Context: an optimization exercise on an open-source flow, tuned for small area, a short achievable clock period and few clock cycles per item. The choices shown serve that exercise and are no tape-out recipe.
Function was checked by simulation only, so behaviour that the tests miss may differ from the original.

--- flow/design.v ---
module ex_stage_mdu #(
    parameter int XLEN          = 32,
    parameter int REG_ADDR_W    = 5,
    parameter int DIV_EARLY_OUT = 1
) (
    input  logic                  clock,
    input  logic                  reset,
    input  logic                  in_valid,
    output logic                  in_ready,
    input  logic [4:0]            op,
    input  logic [XLEN-1:0]       operand_a,
    input  logic [XLEN-1:0]       operand_b,
    input  logic [1:0]            fwd_sel_a,
    input  logic [1:0]            fwd_sel_b,
    input  logic [XLEN-1:0]       wb_data,
    input  logic                  is_jump,
    input  logic [XLEN-1:0]       pt_wdata_in,
    input  logic [REG_ADDR_W-1:0] pt_rd_in,
    input  logic [XLEN-1:0]       pt_pc_in,
    input  logic                  mem_stall,
    input  logic                  flush,
    output logic                  out_valid,
    output logic [XLEN-1:0]       res_out,
    output logic [XLEN-1:0]       pt_wdata_out,
    output logic [REG_ADDR_W-1:0] pt_rd_out,
    output logic [XLEN-1:0]       pt_pc_out,
    output logic                  redirect_valid,
    output logic [XLEN-1:0]       redirect_addr,
    output logic                  busy
);
    localparam int SH_W  = $clog2(XLEN);
    localparam int CNT_W = $clog2(XLEN) + 1;
    localparam logic [4:0] OP_ADD = 5'd0,  OP_SUB = 5'd1,  OP_AND = 5'd2,  OP_OR = 5'd3;
    localparam logic [4:0] OP_XOR = 5'd4,  OP_SLL = 5'd5,  OP_SRL = 5'd6,  OP_SRA = 5'd7;
    localparam logic [4:0] OP_SLT = 5'd8,  OP_SLTU = 5'd9, OP_MUL = 5'd10, OP_MULH = 5'd11;
    localparam logic [4:0] OP_MULHSU = 5'd12, OP_MULHU = 5'd13, OP_DIV = 5'd14, OP_DIVU = 5'd15;
    localparam logic [4:0] OP_REM = 5'd16, OP_REMU = 5'd17;
    typedef enum logic [1:0] {S_IDLE, S_DIV, S_DONE} state_t;
    state_t                state;
    logic [CNT_W-1:0]      cnt;
    logic [XLEN-1:0]       op_a, op_b, alu_res;
    logic [2*XLEN-1:0]     a_ext, b_ext, prod;
    logic [SH_W-1:0]       shamt;
    logic                  is_div_op, is_single, fire;
    logic [XLEN-1:0]       quo, rem, dvs, dvd_raw;
    logic                  neg_q, neg_r, d_rem, d_zero, d_ovf;
    logic [XLEN-1:0]       d_wdata, d_pc;
    logic [REG_ADDR_W-1:0] d_rd;
    always_comb begin
        case (fwd_sel_a)
            2'd1:    op_a = res_out;
            2'd2:    op_a = wb_data;
            default: op_a = operand_a;
        endcase
        case (fwd_sel_b)
            2'd1:    op_b = res_out;
            2'd2:    op_b = wb_data;
            default: op_b = operand_b;
        endcase
    end
    assign is_div_op = (op >= OP_DIV) && (op <= OP_REMU);
    assign is_single = (op <= OP_MULHU);
    assign in_ready  = reset && (state == S_IDLE) && !mem_stall;
    assign fire      = in_valid && in_ready;
    assign shamt     = op_b[SH_W-1:0];
    assign a_ext = {{XLEN{op_a[XLEN-1] && (op == OP_MULH || op == OP_MULHSU)}}, op_a};
    assign b_ext = {{XLEN{op_b[XLEN-1] && (op == OP_MULH)}}, op_b};
    assign prod  = a_ext * b_ext;
    always_comb begin
        case (op)
            OP_ADD:    alu_res = op_a + op_b;
            OP_SUB:    alu_res = op_a - op_b;
            OP_AND:    alu_res = op_a & op_b;
            OP_OR:     alu_res = op_a | op_b;
            OP_XOR:    alu_res = op_a ^ op_b;
            OP_SLL:    alu_res = op_a << shamt;
            OP_SRL:    alu_res = op_a >> shamt;
            OP_SRA:    alu_res = $signed(op_a) >>> shamt;
            OP_SLT:    alu_res = {{(XLEN-1){1'b0}}, $signed(op_a) < $signed(op_b)};
            OP_SLTU:   alu_res = {{(XLEN-1){1'b0}}, op_a < op_b};
            OP_MUL:    alu_res = prod[XLEN-1:0];
            OP_MULH, OP_MULHSU, OP_MULHU: alu_res = prod[2*XLEN-1:XLEN];
            default:   alu_res = '0;
        endcase
    end
    assign redirect_valid = fire && is_jump && is_single;
    assign redirect_addr  = redirect_valid ? {alu_res[XLEN-1:1], 1'b0} : '0;
    logic            cap_signed, a_neg, b_neg;
    logic [XLEN-1:0] abs_a, abs_b;
    assign cap_signed = (op == OP_DIV) || (op == OP_REM);
    assign a_neg      = cap_signed && op_a[XLEN-1];
    assign b_neg      = cap_signed && op_b[XLEN-1];
    assign abs_a      = a_neg ? -op_a : op_a;
    assign abs_b      = b_neg ? -op_b : op_b;
    logic [XLEN:0]   shifted, diff;
    logic            ge;
    logic [XLEN-1:0] rem_next, quo_next;
    assign shifted  = {rem, quo[XLEN-1]};
    assign diff     = shifted - {1'b0, dvs};
    assign ge       = !diff[XLEN];
    assign rem_next = ge ? diff[XLEN-1:0] : shifted[XLEN-1:0];
    assign quo_next = {quo[XLEN-2:0], ge};
    logic [XLEN-1:0] q_fix, r_fix, div_res;
    always_comb begin
        q_fix = neg_q ? -quo : quo;
        r_fix = neg_r ? -rem : rem;
        if (d_zero) begin
            q_fix = '1;
            r_fix = dvd_raw;
        end else if (d_ovf) begin
            q_fix = dvd_raw;
            r_fix = '0;
        end
        div_res = d_rem ? r_fix : q_fix;
    end
    always_ff @(posedge clock or negedge reset) begin
        if (!reset) begin
            state        <= S_IDLE;
            cnt          <= '0;
            busy         <= 1'b0;
            out_valid    <= 1'b0;
            res_out      <= '0;
            pt_wdata_out <= '0;
            pt_rd_out    <= '0;
            pt_pc_out    <= '0;
            quo          <= '0;
            rem          <= '0;
            dvs          <= '0;
            dvd_raw      <= '0;
            neg_q        <= 1'b0;
            neg_r        <= 1'b0;
            d_rem        <= 1'b0;
            d_zero       <= 1'b0;
            d_ovf        <= 1'b0;
            d_wdata      <= '0;
            d_rd         <= '0;
            d_pc         <= '0;
        end else if (flush) begin
            out_valid <= 1'b0;
            state     <= S_IDLE;
            busy      <= 1'b0;
            cnt       <= '0;
        end else begin
            case (state)
                S_IDLE: begin
                    if (fire && is_div_op) begin
                        state   <= S_DIV;
                        busy    <= 1'b1;
                        cnt     <= '0;
                        quo     <= abs_a;
                        rem     <= '0;
                        dvs     <= abs_b;
                        dvd_raw <= op_a;
                        neg_q   <= a_neg ^ b_neg;
                        neg_r   <= a_neg;
                        d_rem   <= (op == OP_REM) || (op == OP_REMU);
                        d_zero  <= (op_b == '0);
                        d_ovf   <= cap_signed && (op_a == {1'b1, {(XLEN-1){1'b0}}}) && (op_b == '1);
                        d_wdata <= pt_wdata_in;
                        d_rd    <= pt_rd_in;
                        d_pc    <= pt_pc_in;
                    end
                end
                S_DIV: begin
                    rem <= rem_next;
                    quo <= quo_next;
                    cnt <= cnt + 1'b1;
                    if (cnt == CNT_W'(XLEN-1) || ((DIV_EARLY_OUT != 0) && (d_zero || d_ovf)))
                        state <= S_DONE;
                end
                S_DONE: begin
                    if (!mem_stall) begin
                        state <= S_IDLE;
                        busy  <= 1'b0;
                    end
                end
                default: state <= S_IDLE;
            endcase
            if (!mem_stall) begin
                out_valid <= 1'b0;
                if (fire && !is_div_op) begin
                    res_out      <= alu_res;
                    pt_wdata_out <= pt_wdata_in;
                    pt_rd_out    <= pt_rd_in;
                    pt_pc_out    <= pt_pc_in;
                    out_valid    <= 1'b1;
                end else if (state == S_DONE) begin
                    res_out      <= div_res;
                    pt_wdata_out <= d_wdata;
                    pt_rd_out    <= d_rd;
                    pt_pc_out    <= d_pc;
                    out_valid    <= 1'b1;
                end
            end
        end
    end
endmodule
--- flow/run.sh ---
#!/bin/bash
# synth_recipe.tcl (not shown) runs the flow's synth.tcl, then flattens the netlist and writes it again
# the make line also repeats each setting of config.mk as NAME=value (left out here)
make -C /OpenROAD-flow-scripts/flow DESIGN_CONFIG=/design/flow/config.mk WORK_HOME=/design/flow/orfs CLKGATE_MAP_FILE= SYNTH_SCRIPT=/design/flow/synth_recipe.tcl finish
--- flow/config.mk ---
export PLATFORM = sky130hd
export DESIGN_NAME = ex_stage_mdu
export DESIGN_NICKNAME = ex_stage_mdu
export VERILOG_FILES = /design/flow/design.v
export SDC_FILE = /design/flow/constraint.sdc
export NUM_CORES = 4
export LEC_CHECK = 0
export CAP_MARGIN = 20
export CORE_MARGIN = 2
export CORE_UTILIZATION = 30
export SLEW_MARGIN = 40
--- flow/constraint.sdc ---
create_clock -name core_clock -period 16.0 [get_ports {clock}]
set_input_delay 3.2000 -clock core_clock [delete_from_list [all_inputs] [get_ports {clock}]]
set_output_delay 3.2000 -clock core_clock [all_outputs]
set_load 0.01 [all_outputs]
==> notes.md <==
## what timing repair did
item | 4_1_cts | 5_1_grt
cloned | 0 | 0
setup buffers | 38 | 23
resized for setup | 240 | 101
pin swaps | 60 | 41
endpoints found under the setup margin | 31 | 30
## cell families after synthesis
group                      count (synthesis)  synth area share
xor gates and xnor gates                 218            0.0288
other                                      1         0.0000565
adders and majority gates               1479             0.406
and+or+nand+nor                         2428             0.155
muxes                                    205            0.0349
buffers and inverters                   1806             0.105
AOI/OAI and AO/OA                       1517             0.152
DFF                                      313             0.118
## registers in the layout, indices dropped and copies added, names as in the netlist
register / flops
neg_r: 1
dvd_raw: 32
d_wdata: 32
quo: 32
state: 2
out_valid: 1
pt_rd_out: 5
pt_wdata_out: 32
pt_pc_out: 32
d_pc: 32
d_rem: 1
rem: 32
busy: 1
dvs: 32
res_out: 32
d_zero: 1
d_rd: 5
neg_q: 1
d_ovf: 1
cnt: 6
## cells in the mapped netlist, drive strengths merged (61+ instances only)
master  count  share of area
nor2      759          0.043
mux2       86          0.015
a21oi     310          0.023
xnor2     143          0.019
inv      1281          0.072
clkbuf    360          0.020
o21ai     379          0.029
dfrtp     313           0.12
xor2       75         0.0099
nor3       95         0.0074
fa       1128           0.34
buf       149          0.011
a21o       83         0.0094
a221oi     61         0.0092
a211oi     82         0.0095
mux2i     107          0.016
a31oi     124          0.012
nand2    1171          0.066
ha        351          0.066
nand3      75         0.0057
## area by class of cell
type | instances | area [sq um]
Tap cell | 2958 | 3700
Antenna cell | 8 | 20.0
Fill cell | 22292 | 135000
Clock inverter | 12 | 214
Sequential cell | 313 | 7840
Inverter | 1297 | 4930
Clock buffer | 40 | 850
Timing Repair Buffer | 1552 | 14000
Multi-Input combinational cell | 5848 | 53300
## stage by stage
stage          utilization  instances
6_report             0.386      12028
5_1_grt              0.386      12021
4_1_cts              0.384      11996
3_5_place_dp         0.373      11907
3_3_place_gp         0.372      11904
2_1_floorplan            -       7967
## worst max path at each step
stage	endpoint	slack, ns	cells past startpoint
final	redirect_addr[17]	0.14	43
after global routing	redirect_addr[26]	-0.10	41
after CTS	redirect_addr[26]	0.0008	39
after detailed placement	redirect_addr[31]	-1.22	37
after global placement	redirect_addr[19]	-1.20	39
after floorplan	redirect_addr[23]	0.45	38
## routing by layer
metal | up-vias | share of wire
li1 | 27915 | -
met4 | 6 | 0.084
met5 | - | 0.00011
met3 | 830 | 0.087
met1 | 33366 | 0.39
met2 | 3454 | 0.44
## critical path: cells and delay by family
kind                       cells  cell delay, ns
AOI/OAI and AO/OA              9            1.74
adders and majority gates     10            4.54
buffers and inverters         21            2.97
and+or+nand+nor                3            0.19
==> impl_results.md <==
* Outcome: complete, no violations
* Reg2reg path depth at 39
* FF-to-FF setup slack at 6.13 ns
* Layout area overhead at 27.9%
* Port bufs at 315
* Vias in the first global route at 67468
* Worst Setup Slack, final at 0.142 ns
* GR met3 Demand/Resource at 0.0587
* Fin area at 84900 sq um
* Wire per inst at 30.2 um
* HPWL after DPL at 309 mm
* CP endpoint kind: output port
* Cells on Worst Hold Path at 2
* 1st-iter DRT viols at 6971
* Most frequent CP cell: buf_4
* Die height at 474 um
* Cells after Synth at 7967
* Clock Path Buffers at 3
* Met2 usage in global routing at 0.498
* Final period utilization at 0.991
* Worst Hold Margin at 0.484 ns
* Avg Cell Area, Syn at 8.33 sq um
* Final net count at 10702
* Most used routing layer: met2
* Most common cell after layout, fill and taps aside: inv_1
* Post-CTS Hold Fix Bufs at 0
* Max-slew violation count at 0
* Flops & latches, synth at 313
* WS Path Type: input pin to output port
* Peak Freq at 63.1 MHz
* Number of I/O pins at 317
* Post-DP Area at 81900 sq um
* Vias at 65571
* Row cnt at 172
* Crit-path max FO at 6
* Hold path endpoint: dvs[29]
* Die Wd at 474 um
* First-pass GRT wire length at 515 mm
* Max_cap viols at 0
* Relative slew slack at 0.330
* Placer Congestion at 1.09
* Setup TNS at 0 ns
* Post-synth EDFFs at 0
* Met1 Resource Use GR at 0.408
* Layout cells sized above 1 at 0.195
* Initial Util at 0.302
* TritonCTS Sinks at 313
* Htree depth at 1
* Crit-path max cell delay at 0.55 ns
* Syn Std Cell Area at 66400 sq um
* Remaining DRCs at 0
* Period minus WS final at 15.86 ns
* Core Footprint at 220000 sq um
* Synth warn at 1
* Worst path required time at 12.80 ns
* Async set-or-reset flop fraction in the synthesized netlist at 1.00
* Clock latency on the worst-skew pair at 0.62 ns
* Initial antenna violation count at 20
* 1st-pass router iterations at 8
* Grt ovf at 0
* Type of the worst min-delay path: flip-flop to flip-flop
* Worst Setup SP: fwd_sel_a[1]
* Total global-route track usage at 0.321
* Setup Skew at 0.0299 ns
* Die area at 225000 sq um
* CTS Buf Count at 31
* Root Buffer: clkbuf_16
* ANT nets after route at 0
* Synth Net Count at 9626
* Worst R2R End: res_out[17]
* Reg2reg start: res_out[31]
* Distinct cell type count after synthesis at 103
* CTS tree: yes
* Post-synthesis sequential area ratio at 0.118
* Commonest non-fill, non-tap cells in the layout: inv_1, nand2_1, fa_1
* Dpl ws at -1.22 ns
* Slowest cell on crit path: fa_1
* RSZ-0062 raised after global routing: true
* Total wire length at 363 mm
* Dominant synthesized flop cell: dfrtp_1
* Hold Crit Start: dvs[29]
* Clock transition at path regs at 0.06 ns
* Largest net degree at the start of global routing at 83
* Startpoint types: input pin
* Crit path DAT at 12.66 ns
* Post-DR vias/cell at 5.45
* Hold Vio Cnt, Final at 0
* Worst-Margin Slew at 0.994 ns
* Final setup viols at 0
Testbench counts, summed over its fixed seeds: cycles 438,807, instrs 160,000.

afterwards: timing with drivers on the ports:
In the flow no input, the clock included, has a driving cell. The finished layout below was timed again as built, in two steps. Step 1 assumes that a clkbuf_16 drives the clock port and a buf_2 every other input. Step 2 moves the port delays by t, midway between the first and last clock arrival at a register: inputs arrive t later, outputs are due t later. That takes back most of the time a late clock gives input paths. Three values: no drivers, after step 1, after step 2; two values: the first two.
t, ns: 0.669
setup slack, ns: 0.142 / 0.118 / 0.118
clock arrival spread, ns: 0.030 / 0.030
worst data-port slew with drivers (ns): 0.13
After both steps this run still meets setup and hold. For this run, drivers alone change the setup slack by -0.024 ns; drivers and shift together by -0.024 ns.
